Source: an optimization exercise on an open RTL-to-GDS flow (aim: small area and a short achievable clock period). Production flows keep margins and buffers that such runs may drop. Function was checked by simulation only, so behaviour that the tests miss may differ from the original. Power is estimated from default activity; no workload was simulated.

$ cat run.sh
#!/bin/bash
# synth_recipe.tcl (not shown) runs the flow's synth.tcl, then flattens the netlist and writes it again
# the make line also repeats each setting of config.mk as NAME=value (left out here)
make -C /OpenROAD-flow-scripts/flow DESIGN_CONFIG=/design/flow/config.mk WORK_HOME=/design/flow/orfs CLKGATE_MAP_FILE= SYNTH_SCRIPT=/design/flow/synth_recipe.tcl finish
$ cat config.mk
export PLATFORM = sky130hd
export DESIGN_NAME = data_memory_ws
export DESIGN_NICKNAME = data_memory_ws
export VERILOG_FILES = /design/flow/design.v
export SDC_FILE = /design/flow/constraint.sdc
export NUM_CORES = 4
export LEC_CHECK = 0
export CAP_MARGIN = 20
export CORE_MARGIN = 2
export CORE_UTILIZATION = 40
export SLEW_MARGIN = 20
$ cat constraint.sdc
create_clock -name core_clock -period 10.0 [get_ports {clk}]
set_input_delay 2.0000 -clock core_clock [delete_from_list [all_inputs] [get_ports {clk}]]
set_output_delay 2.0000 -clock core_clock [all_outputs]
set_load 0.01 [all_outputs]
$ cat design.v
module data_memory_ws #(
    parameter int unsigned DEPTH       = 64,
    parameter int unsigned BASE_ADDR   = 1024,
    parameter int unsigned WAIT_CYCLES = 2
) (
    input  logic        clk,
    input  logic        rst,
    input  logic        MEM_R_EN,
    input  logic        MEM_W_EN,
    input  logic [1:0]  MEM_SIZE,
    input  logic [31:0] alu_res,
    input  logic [31:0] rm_val,
    output logic [31:0] data_mem,
    output logic        mem_ready,
    output logic        mem_busy,
    output logic        addr_err
);
    localparam int unsigned IdxW = (DEPTH > 1) ? $clog2(DEPTH) : 1;
    localparam logic [31:0] Base = 32'(BASE_ADDR);
    localparam logic [31:0] Top  = 32'(BASE_ADDR) + 32'(DEPTH) * 32'd4;
    logic busy_q, s1_q, s2_q;
    logic [IdxW-1:0] idx_q;
    logic [1:0]      lo_q;
    logic [1:0]      size_q;
    logic            wr_q;
    logic            err_q;
    logic [31:0]     wdata_q;
    logic [DEPTH-1:0]       valid_q;
    logic [DEPTH-1:0][31:0] mem_q;
    logic req, accept;
    logic in_range, misaligned;
    logic [31:0] off;
    assign req    = MEM_R_EN | MEM_W_EN;
    assign accept = !busy_q && req;
    assign off      = alu_res - Base;
    assign in_range = (alu_res >= Base) && (alu_res < Top);
    always_comb begin
        case (MEM_SIZE)
            2'b10:   misaligned = 1'b0;
            2'b01:   misaligned = alu_res[0];
            default: misaligned = (alu_res[1:0] != 2'b00);
        endcase
    end
    always_ff @(posedge clk) begin
        if (!busy_q) begin
            idx_q   <= off[IdxW+1:2];
            lo_q    <= alu_res[1:0];
            size_q  <= MEM_SIZE;
            wr_q    <= MEM_W_EN;
            err_q   <= !in_range || misaligned;
            wdata_q <= rm_val;
        end
    end
    always_ff @(posedge clk or posedge rst) begin
        if (rst) begin
            busy_q    <= 1'b0;
            s1_q      <= 1'b0;
            s2_q      <= 1'b0;
            mem_ready <= 1'b0;
            addr_err  <= 1'b0;
        end else begin
            busy_q    <= accept || (busy_q && !mem_ready);
            s1_q      <= accept;
            s2_q      <= s1_q;
            mem_ready <= s2_q;
            addr_err  <= s2_q && err_q;
        end
    end
    assign mem_busy = busy_q;
    logic [DEPTH-1:0] sel;
    always_comb begin
        for (int w = 0; w < int'(DEPTH); w++) begin
            sel[w] = (idx_q == IdxW'(w));
        end
    end
    logic [31:0] rd_word;
    always_comb begin
        rd_word = '0;
        for (int w = 0; w < int'(DEPTH); w++) begin
            rd_word = rd_word | (mem_q[w] & {32{sel[w] & valid_q[w]}});
        end
    end
    logic [31:0] rd_data;
    always_comb begin
        case (size_q)
            2'b10:   rd_data = {24'h0, rd_word[{lo_q, 3'b000} +: 8]};
            2'b01:   rd_data = {16'h0, rd_word[{lo_q[1], 4'b0000} +: 16]};
            default: rd_data = rd_word;
        endcase
    end
    always_ff @(posedge clk or posedge rst) begin
        if (rst) begin
            data_mem <= '0;
        end else if (s2_q && !wr_q) begin
            data_mem <= err_q ? 32'h0 : rd_data;
        end
    end
    logic [3:0]  lane;
    logic [31:0] wal;
    always_comb begin
        case (size_q)
            2'b10: begin
                lane = 4'b0001 << lo_q;
                wal  = {4{wdata_q[7:0]}};
            end
            2'b01: begin
                lane = lo_q[1] ? 4'b1100 : 4'b0011;
                wal  = {2{wdata_q[15:0]}};
            end
            default: begin
                lane = 4'b1111;
                wal  = wdata_q;
            end
        endcase
    end
    logic do_wr;
    assign do_wr = s2_q && wr_q && !err_q;
    always_ff @(posedge clk) begin
        for (int w = 0; w < int'(DEPTH); w++) begin
            for (int l = 0; l < 4; l++) begin
                if (do_wr && sel[w] && (lane[l] || !valid_q[w])) begin
                    mem_q[w][8*l +: 8] <= lane[l] ? wal[8*l +: 8] : 8'h00;
                end
            end
        end
    end
    always_ff @(posedge clk or posedge rst) begin
        if (rst) begin
            valid_q <= '0;
        end else begin
            for (int w = 0; w < int'(DEPTH); w++) begin
                if (do_wr && sel[w]) valid_q[w] <= 1'b1;
            end
        end
    end
endmodule
==> summary.md <==
| Metric | Value |
|---|---|
| Status | timing/DRC/antenna clean |
| Initial antenna violation count | 45 |
| Commonest non-fill, non-tap cell in the layout | edfxtp_1 |
| Slew @ Worst Pin | 1400 ps |
| Hold-critical path depth | 0 |
| Global-route wire length before repair | 598,000 µm |
| Maximum VDD drop | 168 µV |
| Synthesized cell area | 85,800 µm² |
| Yosys warns | 1 |
| Register area share after synthesis | 76.2% |
| Die Y | 467 µm |
| Die X | 467 µm |
| Pleak | 32.6 nW |
| Flop and latch count out of synthesis | 2,193 |
| Worst-Skew Late Latency | 910 ps |
| Max Freq | 0.173 GHz |
| Hold Path Class | reg -> reg |
| FILL cells | 18,500 |
| Footprint of the multi-input gates | 19,700 µm² |
| Final Hold Vio Count | 0 |
| GRT Total Usage | 42.1% |
| Starting Density | 40.4% |
| CP Launch Type | flip-flop |
| Peak fanout along the critical path | 35 |
| Setup TNS | 0 ps |
| RSZ-0062 raised after global routing | no |
| Root Driver | clkbuf_16 |
| Syn-to-layout area delta | 16.8% |
| Maximum number of pins on one net before global-route repair | 94 |
| Worst Setup End Kind | flip-flop |
| Final min period | 5780 ps |
| Distinct cells, synth | 71 |
| Clock buffer depth | 3 |
| Post-DR vias/cell | 7.46 |
| Fraction of layout cells with a size suffix above 1 | 15.9% |
| Clock Sinks | 2,193 |
| Final Max Slew Viols | 0 |
| Post-synth EDFFs | 2,092 |
| H-tree depth | 4 |
| Final Skew | 34.0 ps |
| Kind of critical path | reg -> reg |
| Crit path required time | 10,780 ps |
| RD Place Congestion | 1.14 |
| Crit path DAT | 6570 ps |
| Post-DP HPWL | 297,000 µm |
| Core Region | 213,000 µm² |
| Worst Setup EP | data_mem[3]$_DFFE_PP0P_ |
| CTS clk-pin slew, worst paths | 60 ps |
| R2R Path End | data_mem[3]$_DFFE_PP0P_ |
| Post-CTS sizing | 0 |
| Drt initial violations | 15,400 |
| DRC errors left | 0 |
| Pwr Total | 20.0 mW |
| Vias | 67,700 |
| IO buf count | 104 |
| Max Cap Viol | 0 |
| HP Start | s1_q$_DFF_PP0_ |
| Number of hold-repair buffers added at the cts stage | 0 |
| Row count | 169 |
| Mapped Nets | 5,866 |
| Post-Layout Cell Count | 9,081 |
| Worst rel slew slack | 6.43% |
| Final period util | 57.8% |
| Grt ovf | 0 |
| Io pins | 105 |
| DR WL/cell | 51.7 µm |
| Final setup viols | 0 |
| Worst r2r path cells | 10 |
| Main synth FF type | edfxtp_1 |
| Crit path from | idx_q[5]$_DFFE_PN_ |
| Ys async rst share | 4.61% |
| Syn Inst Count | 5,793 |
| Area after DPL | 92,700 µm² |
| Die Footprint | 218,000 µm² |
| PD cells | 200 nW/µm² |
| Pre-antenna DRT Iters | 9 |
| Postcts setup bufs | 0 |
| Register Area | 65,300 µm² |
| CTS tree | yes |
| CTS Buf Count | 222 |
| Worst reg-to-reg setup slack | 4220 ps |
| Final Cell Area | 100,000 µm² |
| Final wirelength | 469,000 µm |
| Final ANT Viol Nets | 0 |
| Placed cell count | 8,627 |
| Synthesized area per cell | 14.8 µm² |
| # nets final | 6,108 |
| Most frequent cells in the layout | edfxtp_1, nand3_1, buf_4, nand4_1, clkbuf_16 |
| Vias in the first global route | 60,700 |
| Crit Reg-Reg Startpoint | idx_q[5]$_DFFE_PN_ |
[how the worst min path moves through the flow]
stage,slack (ps),end
6_report,350,s2_q$_DFF_PP0_
5_1_grt,360,s2_q$_DFF_PP0_
4_1_cts,350,s2_q$_DFF_PP0_
3_5_place_dp,340,s2_q$_DFF_PP0_
3_3_place_gp,330,s2_q$_DFF_PP0_
2_1_floorplan,330,s2_q$_DFF_PP0_
[final cells by class]
type	count	share of cell area, %
Sequential cell	2193	65.3
Multi-Input combinational cell	3047	19.6
Clock buffer	298	6.05
Timing Repair Buffer	485	4.02
Tap cell	2821	3.52
Clock inverter	117	1.11
Inverter	86	0.325
Antenna cell	34	0.0850
[kinds of logic after synthesis]
| logic type | count (synthesis) | share of synthesized area, % |
|---|---|---|
| flops | 2193 | 76.2 |
| buf+inv | 553 | 2.63 |
| compound gates | 855 | 7.00 |
| simple gates | 2187 | 14.1 |
| fa+ha+maj | 3 | 0.0438 |
| mux | 2 | 0.0248 |
[synthesized netlist by cell type, types with 10 or more instances]
cell,number,share of area [%]
edfxtp_1,2092,73
nand3_1,1239,7.2
clkbuf_1,323,1.4
nand4_1,319,2.3
a21oi_1,284,1.7
a22oi_1,204,1.8
nand2_1,128,0.56
nor4_1,109,0.80
dfrtp_1,101,2.9
inv_1,85,0.37
o2111ai_1,75,0.77
buf_1,66,0.29
nand2b_1,66,0.48
a22o_1,65,0.66
buf_2,63,0.37
and3_1,59,0.43
o22ai_1,50,0.36
nor2_1,49,0.21
a32oi_1,40,0.41
and2_1,38,0.28
and3b_1,32,0.33
o21ai_0,30,0.18
a221o_1,28,0.33
nand4b_1,26,0.27
a222oi_1,14,0.16
nor3_1,13,0.076
nor2b_1,12,0.088
and2_0,11,0.080
buf_6,11,0.14
a2111oi_0,10,0.10
and4_1,10,0.10
nor3b_1,10,0.088
[critical path: stages (launching register included)]
cell and delay, ps:
edfxtp_1 390, buf_4 290, buf_4 340, and3b_2 290, buf_4 370, and2_1 760, a222oi_1 630, nor4bb_1 530
nand4_1 930, mux2_2 650, a211o_1 290
[routing by layer]
| metal | up-vias | wire length (µm) | share of wire, % | GRT usage (%) |
|---|---|---|---|---|
| met4 | 30 | 50700 | 11 | 35.2 |
| met3 | 2118 | 84700 | 18 | 20.9 |
| met5 | - | 539 | 0.11 | 0.132 |
| met2 | 7974 | 182000 | 39 | 55.5 |
| li1 | 23800 | - | - | - |
| met1 | 33800 | 151000 | 32 | 51.0 |
[flip-flops by register name, summed over array words and instances (netlist names)]
signal / cells
lo_q: 2
wr_q: 1
idx_q: 6
err_q: 1
size_q: 2
mem_ready: 1
mem_q: 2048
wdata_q: 32
busy_q: 1
addr_err: 1
s2_q: 1
valid_q: 64
data_mem: 32
s1_q: 1
[per-stage QoR]
stage	hold WS (ps)	setup slack, ps	util [%]
2_1_floorplan	331	5350	-
3_3_place_gp	334	4300	43.5
3_5_place_dp	339	4590	43.6
4_1_cts	353	4550	47.0
5_1_grt	361	4540	47.1
6_report	353	4220	47.1
[report_power, final]
part / switching [mW] / internal (mW)
sequential: 0.0438 / 10.4
clock: 3.72 / 4.70
combinational: 0.996 / 0.149
total: 4.76 / 15.3

what the ideal ports hide:
Ports are ideal in the flow. The routed layout listed here was re-timed in OpenROAD. Step 1 sets driving cells, clkbuf_16 on the clock port and buf_2 on the other inputs (assumed; they add their load-dependent delay and slew). Step 2 moves the port delays by t, midway between the first and last clock arrival at a register: inputs arrive t later, outputs are due t later. That takes back most of the time a late clock gives input paths. Slacks: no drivers / after step 1 / after step 2; pairs: no drivers / after step 1.
shift t [ns]: 0.977
setup slack, ns: 4.216 / 4.216 / 4.216
clock arrival spread, ns: 0.040 / 0.040
worst slew at a driven data input, ns: 0.06
cell pins on the clock port's net: 1
After both steps setup and hold are still met in this run. The setup slack of this run moves by 0.000 ns with the drivers and by 0.000 ns with both steps.
